What follows belongs to an exercise in optimizing a design on an open flow for small area, a short achievable clock period and few clock cycles per item; a production flow would make more cautious choices. Only simulation tests tie the RTL to the original design; equivalence was not proved. Power figures rest on the tool's default switching activity, not on a simulated workload.

## cnnTop
module cnnTop (
    input  logic                            i_clk,
    input  logic                            i_rstN,
    input  logic                            i_wrEn,
    input  logic [6-1:0]          i_wrAddr,
    input  logic [8-1:0]           i_wrData,
    input  logic                            i_start,
    output logic                            o_busy,
    output logic                            o_done,
    output logic signed [24-1:0] o_result,
    output logic                            o_led
);
    function automatic logic [17:0] csaSum(input logic [17:0] a, b, c);
        csaSum = a ^ b ^ c;
    endfunction
    function automatic logic [17:0] csaCry(input logic [17:0] a, b, c);
        csaCry = ((a & b) | (a & c) | (b & c)) << 1;
    endfunction
    logic [3:0] rstPipe;
    always_ff @(posedge i_clk) begin
        rstPipe <= {rstPipe[2:0], !i_rstN};
    end
    logic                   wrQ;
    logic [6-1:0] addrQ;
    logic [8-1:0]  dataQ;
    always_ff @(posedge i_clk) begin
        if (!i_rstN) wrQ <= 1'b0;
        else         wrQ <= i_wrEn;
        addrQ <= i_wrAddr;
        dataQ <= i_wrData;
    end
    logic [8-1:0] mem [64];
    logic [8-1:0] memData;
    assign memData = dataQ & {8{!rstPipe[0]}};
    always_ff @(posedge i_clk) begin
        for (int p = 0; p < 64; p++) begin
            if (rstPipe[0] || (wrQ && addrQ == 6'(p))) mem[p] <= memData;
        end
    end
    logic                  wr1;
    logic [8-1:0] oldPix;
    logic [8-1:0] newPix;
    logic                  r0a, r7a, c0a, c7a;
    always_ff @(posedge i_clk) begin
        wr1    <= wrQ;
        oldPix <= mem[addrQ];
        newPix <= dataQ;
        r0a    <= addrQ[5:3] == 3'd0;
        r7a    <= addrQ[5:3] == 3'd7;
        c0a    <= addrQ[2:0] == 3'd0;
        c7a    <= addrQ[2:0] == 3'd7;
  ...
Size: about 45 I/O pins, roughly 0.028 mm2 of cells after synthesis.
export LEC_CHECK = 0
export CAP_MARGIN = 20
export CORE_MARGIN = 2
export CORE_UTILIZATION = 40
export CTS_BUF_LIST = sky130_fd_sc_hd__clkbuf_8
export CTS_CLUSTER_DIAMETER = 50
export CTS_CLUSTER_SIZE = 16
export SETUP_SLACK_MARGIN = 5
export SLEW_MARGIN = 20
create_clock -name core_clock -period 8.0 [get_ports {i_clk}]
run.sh (not shown) runs the stock make flow with config.mk's settings and CLKGATE_MAP_FILE= SYNTH_SCRIPT=/design/flow/synth_recipe.tcl, a recipe that flattens the netlist after the stock synthesis.
Testbench counts at the start, summed over its fixed seeds: cycles 8,832, images 128.
Then changed:
==> flow/flow/run.sh (new file) <==
#!/bin/bash
# The standard layout, with clock tree synthesis told not to add dummy loads.
# The CTS arguments are otherwise those the standard flow builds from config.mk.
set -euo pipefail
export CTS_ARGS="-sink_clustering_enable -repair_clock_nets -sink_clustering_size 30 -sink_clustering_max_diameter 80 -buf_list sky130_fd_sc_hd__clkbuf_16 -dont_use_dummy_load"
bash standard.sh finish > standard_make.log 2>&1
==> flow/standard.sh (new file) <==
#!/bin/bash
# synth_recipe.tcl (not shown) runs the flow's synth.tcl, then flattens the netlist and writes it again
# the make line also repeats each setting of config.mk as NAME=value (left out here)
make -C /OpenROAD-flow-scripts/flow DESIGN_CONFIG=/design/flow/config.mk WORK_HOME=/design/flow/orfs CLKGATE_MAP_FILE= SYNTH_SCRIPT=/design/flow/synth_recipe.tcl "${@:-finish}"
CTS_BUF_LIST = sky130_fd_sc_hd__clkbuf_16   (was sky130_fd_sc_hd__clkbuf_8)
CTS_CLUSTER_DIAMETER = 80   (was 50)
CTS_CLUSTER_SIZE = 30   (was 16)
TNS_END_PERCENT = 10   (was not set)
removed: flow/run.sh
Fmax decreases by 5.9%; routed wire length drops by 2.4%; power went down by 8.2%; die area does not change; clock power goes down by 32%; clock skew increases by 0.037 ns; worst setup slack is worse by 0.19 ns; design area decreases by 3.3%; cell count goes down by 3.7%.
Then changed:
==> flow/run.sh (new file) <==
#!/bin/bash
# synth_recipe.tcl (not shown) runs the flow's synth.tcl, then flattens the netlist and writes it again
# the make line also repeats each setting of config.mk as NAME=value (left out here)
make -C /OpenROAD-flow-scripts/flow DESIGN_CONFIG=/design/flow/config.mk WORK_HOME=/design/flow/orfs CLKGATE_MAP_FILE= SYNTH_SCRIPT=/design/flow/synth_recipe.tcl finish
TNS_END_PERCENT = not set   (was 10)
removed: flow/flow/run.sh
removed: flow/standard.sh
The changed run finished with timing, DRC and antenna clean.
Hold slack is worse by 0.017 ns.
Die area is unchanged.
Global-route usage is higher by 0.49 points.
Core utilization increases by 1.0 points.
Then changed:
==> flow/flow/run.sh (new file) <==
#!/bin/bash
# The standard layout, with clock tree synthesis told not to add dummy loads.
# The CTS arguments are otherwise those the standard flow builds from config.mk.
set -euo pipefail
export CTS_ARGS="-sink_clustering_enable -repair_clock_nets -sink_clustering_size 16 -sink_clustering_max_diameter 50 -buf_list sky130_fd_sc_hd__clkbuf_8 -dont_use_dummy_load"
bash standard.sh finish > standard_make.log 2>&1
==> flow/standard.sh (new file) <==
#!/bin/bash
# synth_recipe.tcl (not shown) runs the flow's synth.tcl, then flattens the netlist and writes it again
# the make line also repeats each setting of config.mk as NAME=value (left out here)
make -C /OpenROAD-flow-scripts/flow DESIGN_CONFIG=/design/flow/config.mk WORK_HOME=/design/flow/orfs CLKGATE_MAP_FILE= SYNTH_SCRIPT=/design/flow/synth_recipe.tcl "${@:-finish}"
CORE_UTILIZATION = 50   (was 40)
CTS_BUF_LIST = sky130_fd_sc_hd__clkbuf_8   (was sky130_fd_sc_hd__clkbuf_16)
CTS_CLUSTER_DIAMETER = 50   (was 80)
CTS_CLUSTER_SIZE = 16   (was 30)
removed: flow/run.sh
Non-clock buffer count rose by 3.
Routed wire length rose by 2.9%.
Setup slack is better by 0.034 ns.
Cell area goes down by 1.6%.
Global-route usage rises by 7.0 points.
Worst hold slack is worse by 0.029 ns.
Sequential power hardly moves.

## afterwards: timing with drivers on the ports
In the flow no input, the clock included, has a driving cell. The finished layouts below were timed again as built, in two steps. Step 1 sets driving cells, clkbuf_16 on the clock port and buf_2 on the other inputs (assumed; they add their load-dependent delay and slew). Step 2 also shifts input and output timing later by t, the mid clock arrival at the registers, as if the neighbouring blocks saw the same clock. a / b / c = ideal / step 1 / step 2; a / b = the first two.
run | shift t [ns] | setup slack, ns | hold WS [ns] | worst setup path after step 2 | cell pins on the clock port's net
the first run | 0.758 | 5.029 / 5.018 / 5.029 | 0.329 / 0.329 / 0.329 | register to register | 1
the second run | 0.669 | 4.844 / 4.778 / 4.881 | 0.349 / 0.349 / 0.349 | register to register | 1
the third run | 0.651 | 4.992 / 4.950 / 4.992 | 0.333 / 0.333 / 0.333 | register to register | 1
the fourth run | 0.689 | 5.026 / 5.026 / 5.001 | 0.304 / 0.304 / 0.304 | input to register | 1
After both steps setup and hold are still met in every run listed. The setup slack of the fourth run, which loses most, moves by 0.000 ns with the drivers and by -0.025 ns with both steps.
